Background: an optimization exercise with open tools, aiming at small area and a short achievable clock period. Do not read the settings as production practice. RTL that was checked went through simulation tests only; none was proved equivalent to the original. Power figures rest on the tool's default switching activity, not on a simulated workload.

// compressor_unit
module compressor_unit
(
    input  logic              clock,
    input  logic              reset_n,
    input  logic [LINE_W-1:0] UnCompressedCache,
    output logic [LINE_W-1:0] CompressedCache,
    output logic [3:0]        Encoding,
    output logic [LINE_W-1:0] DeCompressedCache
);
Size: ~770 I/O pins, ~0.041 mm^2 of cells after synthesis.
Settings: LEC_CHECK=0, CAP_MARGIN=20, CORE_MARGIN=2, CORE_UTILIZATION=40, SLEW_MARGIN=20, SYNTH_HIERARCHICAL=1; clock period 12.0 ns.
standard.sh (not shown) runs the stock make flow with config.mk's settings and CLKGATE_MAP_FILE= SYNTH_SCRIPT=/design/flow/synth_recipe.tcl, a recipe that flattens the netlist after the stock synthesis.
==> flow/flow/run.sh <==
#!/bin/bash
# Layout flow: the standard synthesis and ORFS layout, with these changes to
# how the layout is made:
#  - the clock tree gets no dummy balancing loads;
#  - ports are buffered with buf_2 instead of the delay cell buffer_ports picks;
#  - timing repair may change a cell's footprint and aims for a setup margin,
#    so the design is pushed below the clock period it must meet.
# Each step's full output goes to its own log in this folder (and ORFS keeps
# its per-stage logs under orfs/logs).
set -euo pipefail
MARGIN=${MARGIN:-6.8}
bash standard.sh synth > log_synth.txt 2>&1
export BUFFER_PORTS_ARGS="-buffer_cell sky130_fd_sc_hd__buf_2"
# clock tree without the dummy loads CTS adds for balancing
export CTS_ARGS="-sink_clustering_enable -repair_clock_nets -dont_use_dummy_load -sink_clustering_size 16 -sink_clustering_max_diameter 60 -buf_list {sky130_fd_sc_hd__clkbuf_8} -root_buf sky130_fd_sc_hd__clkbuf_16"
for step in floorplan place cts route finish; do
  bash standard.sh MATCH_CELL_FOOTPRINT=0 SETUP_SLACK_MARGIN=$MARGIN $step > log_$step.txt 2>&1
done
test -s out/final.def
Edit:
--- a/flow/design.v
+++ b/flow/design.v
@@ -157,12 +157,34 @@
     output logic         eq0,
     output logic         eq1
 );
     assign eq0 = (e_hi == c0);
     assign eq1 = (e_hi == c1);
 endmodule
+module bdi_hi_near #(
+    parameter int N = 32
+) (
+    input  logic [N-1:0] e_hi,
+    input  logic [N-1:0] b_hi,
+    output logic         x0,
+    output logic         zt,
+    output logic         ztp
+);
+    logic [N-1:0] x, y, yp;
+    logic [N-1:1] t, tp;
+    assign x  = ~(e_hi ^ b_hi);
+    assign y  = e_hi | ~b_hi;
+    assign yp = b_hi | ~e_hi;
+    for (genvar j = 1; j < N; j++) begin : g_t
+        assign t[j]  = ~(x[j] ^ y[j-1]);
+        assign tp[j] = ~(x[j] ^ yp[j-1]);
+    end
+    assign x0  = x[0];
+    assign zt  = &t;
+    assign ztp = &tp;
+endmodule
 module bdi_front (
     input  logic [255:0] line,
     output logic [7:0]   fit,       
     output logic [95:0]  d8,        
     output logic [63:0]  d4,        
     output logic [63:0]  d2         
@@ -171,18 +193,15 @@
     logic [31:0] b4;
     logic [15:0] b2;
     assign b8 = line[63:0];
     assign b4 = line[31:0];
     assign b2 = line[15:0];
     logic [31:0] k8_0, k8_1;
-    logic [15:0] k4_0, k4_1;
     logic [7:0]  k2_0, k2_1;
     bdi_step #(.N(32), .INC(0)) u_k80 (.x(b8[63:32]), .en(~b8[31]), .y(k8_0));
     bdi_step #(.N(32), .INC(1)) u_k81 (.x(b8[63:32]), .en(b8[31]),  .y(k8_1));
-    bdi_step #(.N(16), .INC(0)) u_k40 (.x(b4[31:16]), .en(~b4[15]), .y(k4_0));
-    bdi_step #(.N(16), .INC(1)) u_k41 (.x(b4[31:16]), .en(b4[15]),  .y(k4_1));
     bdi_step #(.N(8),  .INC(0)) u_k20 (.x(b2[15:8]),  .en(~b2[7]),  .y(k2_0));
     bdi_step #(.N(8),  .INC(1)) u_k21 (.x(b2[15:8]),  .en(b2[7]),   .y(k2_1));
     logic [3:0]  f8d1, f8d2, f8d4;
     logic [7:0]  f4d1, f4d2;
     logic [15:0] f2d1;
     logic [3:1]  z8;       
@@ -212,18 +231,18 @@
         assign d8[32*(i-1) +: 32] = s;
     end
     for (genvar i = 1; i < 8; i += 2) begin : g4
         logic [31:0] e;
         logic [15:0] s, p, g;
         logic [16:0] c;
-        logic        brw, hi, s7, eq0, eq1, z7, o7;
+        logic        brw, hi, s7, x0, zt, ztp, z7, o7;
         assign e = line[32*i +: 32];
         bdi_sub #(.N(16)) u_sub (.a(e[15:0]), .b(b4[15:0]), .s(s), .c(c), .p(p), .g(g));
         assign brw = ~((e[15] & b4[15]) | ((e[15] ^ b4[15]) & c[15]));
-        bdi_hi_eq #(.N(16)) u_hi (.e_hi(e[31:16]), .c0(k4_0), .c1(k4_1), .eq0(eq0), .eq1(eq1));
-        assign hi = brw ? eq1 : eq0;
+        bdi_hi_near #(.N(16)) u_hi (.e_hi(e[31:16]), .b_hi(b4[31:16]), .x0(x0), .zt(zt), .ztp(ztp));
+        assign hi = (brw ^ b4[15]) ? (x0 & zt) : (b4[15] ? (~x0 & zt) : (~x0 & ztp));
         bdi_same #(.L(7), .H(15)) u_s7 (.p(p[15:7]), .g(g[15:7]), .zall(z7), .oall(o7));
         assign s7 = (c[7] ~^ p[7]) ? z7 : o7;
         assign f4d2[i] = hi;
         assign f4d1[i] = hi & s7;
         assign f2d1[2*i] = s7;
         assign d4[16*(i-1)/2 +: 16] = s;
@@ -248,18 +267,18 @@
     assign fit2d1  = &f2d1;
     assign is_rep8 = &z8;
     assign is_zero = is_rep8 & ~(|b8);
     assign fit = {is_zero, is_rep8, fit8d1, fit4d1, fit8d2, fit2d1, fit4d2, fit8d4};
 endmodule
 module bdi_decide (
-    input  logic [7:0] fit,
+    input  logic [7:0] nfit,      
     output logic [3:0] enc,
     output logic [8:0] sel        
 );
     logic is_zero, is_rep8, fit8d1, fit4d1, fit8d2, fit2d1, fit4d2, fit8d4;
-    assign {is_zero, is_rep8, fit8d1, fit4d1, fit8d2, fit2d1, fit4d2, fit8d4} = fit;
+    assign {is_zero, is_rep8, fit8d1, fit4d1, fit8d2, fit2d1, fit4d2, fit8d4} = ~nfit;
     logic s_rep8, s_8d1, s_4d1, s_8d2, s_2d1, s_4d2, s_8d4, s_unc;
     assign s_rep8 = is_rep8 & ~is_zero;
     assign s_8d1  = fit8d1 & ~is_rep8;
     assign s_4d1  = fit4d1 & ~fit8d1;
     assign s_8d2  = fit8d2 & ~fit8d1 & ~fit4d1;
     assign s_2d1  = fit2d1 & ~fit8d2 & ~fit4d1;
@@ -354,13 +373,13 @@
     logic [3:0]    w_enc;
     logic [8:0]    w_sel;
     logic [95:0]   w_d8;
     logic [63:0]   w_d4;
     logic [63:0]   w_d2;
     cc_pkg::line_t r_line;
-    logic [7:0]    r_fit;
+    logic [7:0]    r_nfit;    
     logic [95:0]   r_d8;
     logic [63:0]   r_d4;
     logic [63:0]   r_d2;
     cc_pkg::line_t r_decomp;
     bdi_front u_front (
         .line (UnCompressedCache),
@@ -369,27 +388,27 @@
         .d4   (w_d4),
         .d2   (w_d2)
     );
     always_ff @(posedge clock or negedge reset_n) begin
         if (!reset_n) begin
             r_line   <= '0;
-            r_fit    <= '1;      
+            r_nfit   <= '0;      
             r_decomp <= '0;
         end else begin
             r_line   <= UnCompressedCache;
-            r_fit    <= w_fit;
+            r_nfit   <= ~w_fit;
             r_decomp <= r_line;
         end
     end
     always_ff @(posedge clock) begin
         r_d8 <= w_d8;
         r_d4 <= w_d4;
         r_d2 <= w_d2;
     end
     bdi_decide u_decide (
-        .fit (r_fit),
+        .nfit (r_nfit),
         .enc (w_enc),
         .sel (w_sel)
     );
     bdi_payload u_payload (
         .line    (r_line),
         .sel     (w_sel),
What happened:
- synthesized cell count rose by 5.6%
- total power rose by 1.9%
- combinational power rose by about 5%
- flip-flop and latch count is unchanged
- sequential power stays flat
- die area rose by 4.4%
- worst setup slack improved by 62 ps
The RTL of the second run of this note was laid out without a check of its function.

Another version of the RTL of compressor_unit (not shown whole).
For scale: roughly 4,300 cells after synthesis, ~770 I/O pins, roughly 44,000 um^2 of cells after synthesis.
Settings: LEC_CHECK=0, CAP_MARGIN=20, CORE_MARGIN=2, CORE_UTILIZATION=40, SLEW_MARGIN=20, SYNTH_HIERARCHICAL=1; clock period 12.0 ns.
==> flow/flow/run.sh <==
#!/bin/bash
# Layout flow: the standard synthesis and ORFS layout, with two changes to
# how the layout is made:
#  - ports are buffered with buf_2 instead of the delay cell buffer_ports picks;
#  - timing repair may change a cell's footprint and aims for a setup margin,
#    so the design is pushed below the clock period it must meet.
# Each step's full output goes to its own log in this folder (and ORFS keeps
# its per-stage logs under orfs/logs).
set -euo pipefail
MARGIN=${MARGIN:-7.5}
bash standard.sh synth > log_synth.txt 2>&1
export BUFFER_PORTS_ARGS="-buffer_cell sky130_fd_sc_hd__buf_2"
for step in floorplan place cts route finish; do
  bash standard.sh MATCH_CELL_FOOTPRINT=0 SETUP_SLACK_MARGIN=$MARGIN $step > log_$step.txt 2>&1
done
test -s out/final.def
Next try:
--- a/flow/design.v
+++ b/flow/design.v
@@ -34,13 +34,13 @@
     input  logic [N-1:0] b,
     output logic [N-1:0] s,
     output logic [N:0]   c,
     output logic [N-1:0] p,
     output logic [N-1:0] g
 );
-    localparam int LV = (N <= 2) ? 1 : (N <= 4) ? 2 : (N <= 8) ? 3 : (N <= 16) ? 4 : (N <= 32) ? 5 : 6;
+    localparam int LV = $clog2(N);
     logic [LV:0][N-1:0] gg, pp;
     assign p = ~(a ^ b);
     assign g = a & ~b;
     assign gg[0][0] = a[0] | ~b[0];
     assign pp[0][0] = 1'b0;
     for (genvar j = 1; j < N; j++) begin : g_init
@@ -62,42 +62,12 @@
     assign c[0] = 1'b1;
     for (genvar j = 0; j < N; j++) begin : g_out
         assign c[j+1] = gg[LV][j];
         assign s[j]   = p[j] ^ c[j];
     end
 endmodule
-module bdi_carry31 (
-    input  logic [30:0] a,
-    input  logic [30:0] b,
-    output logic        c7,
-    output logic        c15,
-    output logic        c31
-);
-    logic [30:0] g, t;
-    assign g = a & ~b;
-    assign t = a | ~b;
-    function automatic logic [1:0] grp(input logic [30:0] gv, input logic [30:0] tv,
-                                       input int lo, input int hi);
-        logic [1:0] r;
-        r = 2'b01;
-        for (int j = lo; j <= hi; j++) r = {gv[j] | (tv[j] & r[1]), tv[j] & r[0]};
-        grp = r;
-    endfunction
-    logic [1:0] g0, g1, g2, g3, g4, g5;
-    assign g0 = grp(g, t, 0, 6);      
-    assign g1 = grp(g, t, 7, 10);
-    assign g2 = grp(g, t, 11, 14);
-    assign g3 = grp(g, t, 15, 22);
-    assign g4 = grp(g, t, 23, 30);
-    assign c7  = g0[1] | g0[0];
-    logic [1:0] g12, g34;
-    assign g12 = {g2[1] | (g2[0] & g1[1]), g2[0] & g1[0]};
-    assign g34 = {g4[1] | (g4[0] & g3[1]), g4[0] & g3[0]};
-    assign c15 = g12[1] | (g12[0] & c7);
-    assign c31 = g34[1] | (g34[0] & g12[1]) | (g34[0] & g12[0] & c7);
-endmodule
 module bdi_same #(
     parameter int L = 7,
     parameter int H = 15
 ) (
     input  logic [H:L] p,
     input  logic [H:L] g,
@@ -117,13 +87,13 @@
     parameter bit INC = 1
 ) (
     input  logic [N-1:0] x,
     input  logic         en,
     output logic [N-1:0] y
 );
-    localparam int LV = (N <= 2) ? 1 : (N <= 4) ? 2 : (N <= 8) ? 3 : (N <= 16) ? 4 : (N <= 32) ? 5 : 6;
+    localparam int LV = $clog2(N);
     logic [N-1:0] t;
     logic [LV:0][N-1:0] pa;
     assign t = INC ? x : ~x;
     assign pa[0] = t;
     for (genvar l = 0; l < LV; l++) begin : g_lvl
         for (genvar j = 0; j < N; j++) begin : g_bit
@@ -183,22 +153,20 @@
     for (genvar i = 1; i < 4; i++) begin : g8
         logic [63:0] e;
         logic [31:0] s, p, g;
         logic [32:0] c;
         logic        brw, hi, s7, s15, eq0, eq1, z7, o7, z15, o15;
         assign e = line[64*i +: 64];
-        logic        c7, c15, c31;
         bdi_sub #(.N(32)) u_sub (.a(e[31:0]), .b(b8[31:0]), .s(s), .c(c), .p(p), .g(g));
-        bdi_carry31 u_cry (.a(e[30:0]), .b(b8[30:0]), .c7(c7), .c15(c15), .c31(c31));
-        assign brw = ~((e[31] & b8[31]) | ((e[31] ^ b8[31]) & c31));
+        assign brw = ~((e[31] & b8[31]) | ((e[31] ^ b8[31]) & c[31]));
         bdi_hi_eq #(.N(32)) u_hi (.e_hi(e[63:32]), .c0(k8_0), .c1(k8_1), .eq0(eq0), .eq1(eq1));
         assign hi = brw ? eq1 : eq0;
         bdi_same #(.L(15), .H(31)) u_s15 (.p(p[31:15]), .g(g[31:15]), .zall(z15), .oall(o15));
         bdi_same #(.L(7),  .H(15)) u_s7  (.p(p[15:7]),  .g(g[15:7]),  .zall(z7),  .oall(o7));
-        assign s15 = (c15 ~^ p[15]) ? z15 : o15;
-        assign s7  = (c7 ~^ p[7]) ? z7 : o7;
+        assign s15 = (c[15] ~^ p[15]) ? z15 : o15;
+        assign s7  = (c[7] ~^ p[7]) ? z7 : o7;
         assign f8d4[i] = hi;
         assign f8d2[i] = hi & s15;
         assign f8d1[i] = hi & s15 & s7;
         assign f4d2[2*i] = s15;
         assign f4d1[2*i] = s15 & s7;
         assign f2d1[4*i] = s7;
The new run ran to the end with no violations.
Hold slack degrades by 12 ps.
Wire length is lower by 6.6%.
Die area decreases by 4.1%.
Synthesized area drops by 4.1%.
Cell area shrinks by about 3.5%.
Sequential power is about the same.
Clock-buffer cell count came out lower by 7.
Maximum frequency went up by about 0.9%.
Non-clock buffer count shrinks by 8.
No run of this note included a check of the RTL's function; only the layout flow was run.

compressor_unit, a different RTL version from the one above (not shown whole).
Size: about 4000 cells after synthesis, roughly 770 I/O pins.
==> module bdi_front, before the edit <==
module bdi_front (
    input  logic [255:0] line,
    output logic [7:0]   fit,       
    output logic [95:0]  d8,        
    output logic [63:0]  d4,        
    output logic [63:0]  d2         
);
    logic [63:0] b8;
    logic [31:0] b4;
    logic [15:0] b2;
    assign b8 = line[63:0];
    assign b4 = line[31:0];
    assign b2 = line[15:0];
    logic [31:0] k8_0, k8_1;
    logic [15:0] k4_0, k4_1;
    logic [7:0]  k2_0, k2_1;
    bdi_step #(.N(32), .INC(0)) u_k80 (.x(b8[63:32]), .en(~b8[31]), .y(k8_0));
    bdi_step #(.N(32), .INC(1)) u_k81 (.x(b8[63:32]), .en(b8[31]),  .y(k8_1));
    bdi_step #(.N(16), .INC(0)) u_k40 (.x(b4[31:16]), .en(~b4[15]), .y(k4_0));
    bdi_step #(.N(16), .INC(1)) u_k41 (.x(b4[31:16]), .en(b4[15]),  .y(k4_1));
    bdi_step #(.N(8),  .INC(0)) u_k20 (.x(b2[15:8]),  .en(~b2[7]),  .y(k2_0));
    bdi_step #(.N(8),  .INC(1)) u_k21 (.x(b2[15:8]),  .en(b2[7]),   .y(k2_1));
    logic [3:0]  f8d1, f8d2, f8d4;
    logic [7:0]  f4d1, f4d2;
    logic [15:0] f2d1;
    logic [3:1]  z8;       
    assign f8d1[0] = 1'b1; assign f8d2[0] = 1'b1; assign f8d4[0] = 1'b1;
    assign f4d1[0] = 1'b1; assign f4d2[0] = 1'b1; assign f2d1[0] = 1'b1;
    for (genvar i = 1; i < 4; i++) begin : g8
        logic [63:0] e;
        logic [31:0] s, p, g;
        logic [32:0] c;
        logic        brw, hi, s7, s15, eq0, eq1, z7, o7, z15, o15;
        assign e = line[64*i +: 64];
        bdi_sub #(.N(32)) u_sub (.a(e[31:0]), .b(b8[31:0]), .s(s), .c(c), .p(p), .g(g));
        assign brw = ~((e[31] & b8[31]) | ((e[31] ^ b8[31]) & c[31]));
        bdi_hi_eq #(.N(32)) u_hi (.e_hi(e[63:32]), .c0(k8_0), .c1(k8_1), .eq0(eq0), .eq1(eq1));
        assign hi = brw ? eq1 : eq0;
        bdi_same #(.L(15), .H(31)) u_s15 (.p(p[31:15]), .g(g[31:15]), .zall(z15), .oall(o15));
        bdi_same #(.L(7),  .H(15)) u_s7  (.p(p[15:7]),  .g(g[15:7]),  .zall(z7),  .oall(o7));
        assign s15 = (c[15] ~^ p[15]) ? z15 : o15;
        assign s7  = (c[7] ~^ p[7]) ? z7 : o7;
        assign f8d4[i] = hi;
        assign f8d2[i] = hi & s15;
        assign f8d1[i] = hi & s15 & s7;
        assign f4d2[2*i] = s15;
        assign f4d1[2*i] = s15 & s7;
        assign f2d1[4*i] = s7;
        assign z8[i] = hi & (&p);
        assign d8[32*(i-1) +: 32] = s;
    end
    for (genvar i = 1; i < 8; i += 2) begin : g4
        logic [31:0] e;
        logic [15:0] s, p, g;
        logic [16:0] c;
        logic        brw, hi, s7, eq0, eq1, z7, o7;
        assign e = line[32*i +: 32];
        bdi_sub #(.N(16)) u_sub (.a(e[15:0]), .b(b4[15:0]), .s(s), .c(c), .p(p), .g(g));
        assign brw = ~((e[15] & b4[15]) | ((e[15] ^ b4[15]) & c[15]));
        bdi_hi_eq #(.N(16)) u_hi (.e_hi(e[31:16]), .c0(k4_0), .c1(k4_1), .eq0(eq0), .eq1(eq1));
        assign hi = brw ? eq1 : eq0;
        bdi_same #(.L(7), .H(15)) u_s7 (.p(p[15:7]), .g(g[15:7]), .zall(z7), .oall(o7));
        assign s7 = (c[7] ~^ p[7]) ? z7 : o7;
        assign f4d2[i] = hi;
        assign f4d1[i] = hi & s7;
        assign f2d1[2*i] = s7;
        assign d4[16*(i-1)/2 +: 16] = s;
    end
    for (genvar i = 1; i < 16; i += 2) begin : g2
        logic [15:0] e;
        logic [7:0]  s;
        logic        c7, brw, eq0, eq1;
        assign e = line[16*i +: 16];
        bdi_sub_s #(.N(8)) u_sub (.a(e[7:0]), .b(b2[7:0]), .s(s), .ctop(c7));
        assign brw = ~((e[7] & b2[7]) | ((e[7] ^ b2[7]) & c7));
        bdi_hi_eq #(.N(8)) u_hi (.e_hi(e[15:8]), .c0(k2_0), .c1(k2_1), .eq0(eq0), .eq1(eq1));
        assign f2d1[i] = brw ? eq1 : eq0;
        assign d2[8*(i-1)/2 +: 8] = s;
    end
    logic fit8d1, fit8d2, fit8d4, fit4d1, fit4d2, fit2d1, is_rep8, is_zero;
    assign fit8d1  = &f8d1;
    assign fit8d2  = &f8d2;
    assign fit8d4  = &f8d4;
    assign fit4d1  = &f4d1;
    assign fit4d2  = &f4d2;
    assign fit2d1  = &f2d1;
    assign is_rep8 = &z8;
    assign is_zero = is_rep8 & ~(|b8);
    assign fit = {is_zero, is_rep8, fit8d1, fit4d1, fit8d2, fit2d1, fit4d2, fit8d4};
endmodule
==> flow/config.mk <==
export PLATFORM = sky130hd
export DESIGN_NAME = compressor_unit
export DESIGN_NICKNAME = compressor_unit
export VERILOG_FILES = /design/flow/design.v
export SDC_FILE = /design/flow/constraint.sdc
export NUM_CORES = 8
export LEC_CHECK = 0
export CAP_MARGIN = 20
export CORE_MARGIN = 2
export CORE_UTILIZATION = 40
export SLEW_MARGIN = 20
export SYNTH_HIERARCHICAL = 1
==> flow/constraint.sdc <==
create_clock -name core_clock -period 12.0 [get_ports {clock}]
set_input_delay 2.4000 -clock core_clock [delete_from_list [all_inputs] [get_ports {clock}]]
set_output_delay 2.4000 -clock core_clock [all_outputs]
set_load 0.01 [all_outputs]
==> flow/flow/run.sh <==
#!/bin/bash
# Layout flow: the standard synthesis and ORFS layout, with these changes to
# how the layout is made:
#  - the clock tree gets no dummy balancing loads;
#  - ports are buffered with buf_2 instead of the delay cell buffer_ports picks,
#    and the round-trip outputs (a full cycle of slack) with buf_1;
#  - timing repair may change a cell's footprint and aims for a setup margin,
#    so the design is pushed below the clock period it must meet.
# Each step's full output goes to its own log in this folder (and ORFS keeps
# its per-stage logs under orfs/logs).
set -euo pipefail
MARGIN=${MARGIN:-6.8}
bash standard.sh synth > log_synth.txt 2>&1
export BUFFER_PORTS_ARGS="-buffer_cell sky130_fd_sc_hd__buf_2"
export POST_GLOBAL_PLACE_TCL="$PWD/flow/dcbuf.tcl"
# clock tree without the dummy loads CTS adds for balancing
export CTS_ARGS="-sink_clustering_enable -repair_clock_nets -dont_use_dummy_load -sink_clustering_size 16 -sink_clustering_max_diameter 60 -buf_list {sky130_fd_sc_hd__clkbuf_8} -root_buf sky130_fd_sc_hd__clkbuf_16"
for step in floorplan place cts route finish; do
  bash standard.sh MATCH_CELL_FOOTPRINT=0 SETUP_SLACK_MARGIN=$MARGIN $step > log_$step.txt 2>&1
done
test -s out/final.def
==> flow/flow/dcbuf.tcl <==
# The round-trip outputs have a full cycle of slack: give their port buffers
# the smallest buffer.
set n 0
foreach bterm [[ord::get_db_block] getBTerms] {
  if { ![string match "DeCompressedCache*" [$bterm getName]] } { continue }
  set net [$bterm getNet]
  foreach iterm [$net getITerms] {
    set inst [$iterm getInst]
    if { [[$inst getMaster] getName] == "sky130_fd_sc_hd__buf_2" } {
      replace_cell [$inst getName] sky130_fd_sc_hd__buf_1
      incr n
    }
  }
}
puts "round-trip port buffers downsized: $n"
Next try:
--- a/flow/design.v
+++ b/flow/design.v
@@ -158,10 +158,32 @@
     output logic         eq1
 );
     assign eq0 = (e_hi == c0);
     assign eq1 = (e_hi == c1);
 endmodule
+module bdi_hi_near #(
+    parameter int N = 32
+) (
+    input  logic [N-1:0] e_hi,
+    input  logic [N-1:0] b_hi,
+    output logic         x0,
+    output logic         zt,
+    output logic         ztp
+);
+    logic [N-1:0] x, y, yp;
+    logic [N-1:1] t, tp;
+    assign x  = ~(e_hi ^ b_hi);
+    assign y  = e_hi | ~b_hi;
+    assign yp = b_hi | ~e_hi;
+    for (genvar j = 1; j < N; j++) begin : g_t
+        assign t[j]  = ~(x[j] ^ y[j-1]);
+        assign tp[j] = ~(x[j] ^ yp[j-1]);
+    end
+    assign x0  = x[0];
+    assign zt  = &t;
+    assign ztp = &tp;
+endmodule
 module bdi_front (
     input  logic [255:0] line,
     output logic [7:0]   fit,       
     output logic [95:0]  d8,        
     output logic [63:0]  d4,        
@@ -172,16 +194,13 @@
     logic [15:0] b2;
     assign b8 = line[63:0];
     assign b4 = line[31:0];
     assign b2 = line[15:0];
     logic [31:0] k8_0, k8_1;
-    logic [15:0] k4_0, k4_1;
     logic [7:0]  k2_0, k2_1;
     bdi_step #(.N(32), .INC(0)) u_k80 (.x(b8[63:32]), .en(~b8[31]), .y(k8_0));
     bdi_step #(.N(32), .INC(1)) u_k81 (.x(b8[63:32]), .en(b8[31]),  .y(k8_1));
-    bdi_step #(.N(16), .INC(0)) u_k40 (.x(b4[31:16]), .en(~b4[15]), .y(k4_0));
-    bdi_step #(.N(16), .INC(1)) u_k41 (.x(b4[31:16]), .en(b4[15]),  .y(k4_1));
     bdi_step #(.N(8),  .INC(0)) u_k20 (.x(b2[15:8]),  .en(~b2[7]),  .y(k2_0));
     bdi_step #(.N(8),  .INC(1)) u_k21 (.x(b2[15:8]),  .en(b2[7]),   .y(k2_1));
     logic [3:0]  f8d1, f8d2, f8d4;
     logic [7:0]  f4d1, f4d2;
     logic [15:0] f2d1;
@@ -213,16 +232,16 @@
     end
     for (genvar i = 1; i < 8; i += 2) begin : g4
         logic [31:0] e;
         logic [15:0] s, p, g;
         logic [16:0] c;
-        logic        brw, hi, s7, eq0, eq1, z7, o7;
+        logic        brw, hi, s7, x0, zt, ztp, z7, o7;
         assign e = line[32*i +: 32];
         bdi_sub #(.N(16)) u_sub (.a(e[15:0]), .b(b4[15:0]), .s(s), .c(c), .p(p), .g(g));
         assign brw = ~((e[15] & b4[15]) | ((e[15] ^ b4[15]) & c[15]));
-        bdi_hi_eq #(.N(16)) u_hi (.e_hi(e[31:16]), .c0(k4_0), .c1(k4_1), .eq0(eq0), .eq1(eq1));
-        assign hi = brw ? eq1 : eq0;
+        bdi_hi_near #(.N(16)) u_hi (.e_hi(e[31:16]), .b_hi(b4[31:16]), .x0(x0), .zt(zt), .ztp(ztp));
+        assign hi = (brw ^ b4[15]) ? (x0 & zt) : (b4[15] ? (~x0 & zt) : (~x0 & ztp));
         bdi_same #(.L(7), .H(15)) u_s7 (.p(p[15:7]), .g(g[15:7]), .zall(z7), .oall(o7));
         assign s7 = (c[7] ~^ p[7]) ? z7 : o7;
         assign f4d2[i] = hi;
         assign f4d1[i] = hi & s7;
         assign f2d1[2*i] = s7;
Die area rose by 4.1%.
Clock-buffer cell count does not change.
Global-route usage goes down by 0.90 points.
Utilization decreases by 0.33 points.
Register-to-register slack gains 0.13 ns.
Setup slack gets better by 0.25 ns.
Routed wire length rose by about 1.3%.
Synthesized cell count rises by 5.4%.
Clock skew goes down by 0.028 ns.
Non-clock buffer count falls by 15.
Worst hold slack is better by 0.012 ns.
Final cell count came out higher by 3.5%.
Sequential power stays flat.
Sequential cell count is unchanged.
No functional check of the RTL was part of any run of this note.

afterwards: timing with drivers on the ports:
The flow's constraints put no driver on any port. The routed layouts listed below were extracted and timed again, unchanged, in two steps. Step 1 sets driving cells, clkbuf_16 on the clock port and buf_2 on the other inputs (assumed; they add their load-dependent delay and slew). Step 2 moves the port delays by t, midway between the first and last clock arrival at a register: inputs arrive t later, outputs are due t later. That takes back most of the time a late clock gives input paths. Slacks: ideal / step 1 / step 2; pairs: ideal / step 1.
run	t, ns	slack for setup (ns)	worst setup path at the end
the first run of note 1	0.683	6.668 / 6.619 / 5.936	input to register
the second run of note 1	0.701	6.730 / 6.657 / 6.076	input to register
the first run of note 2	0.780	6.553 / 6.599 / 5.819	input to register
the second run of note 2	0.754	6.600 / 6.625 / 5.871	input to register
the first run of note 3	0.685	6.379 / 6.398 / 5.713	input to register
the second run of note 3	0.694	6.626 / 6.626 / 5.989	input to register
After both steps every run listed still meets setup and hold. For the first run of note 2, which loses most, drivers alone change the setup slack by +0.046 ns; drivers and shift together by -0.734 ns.
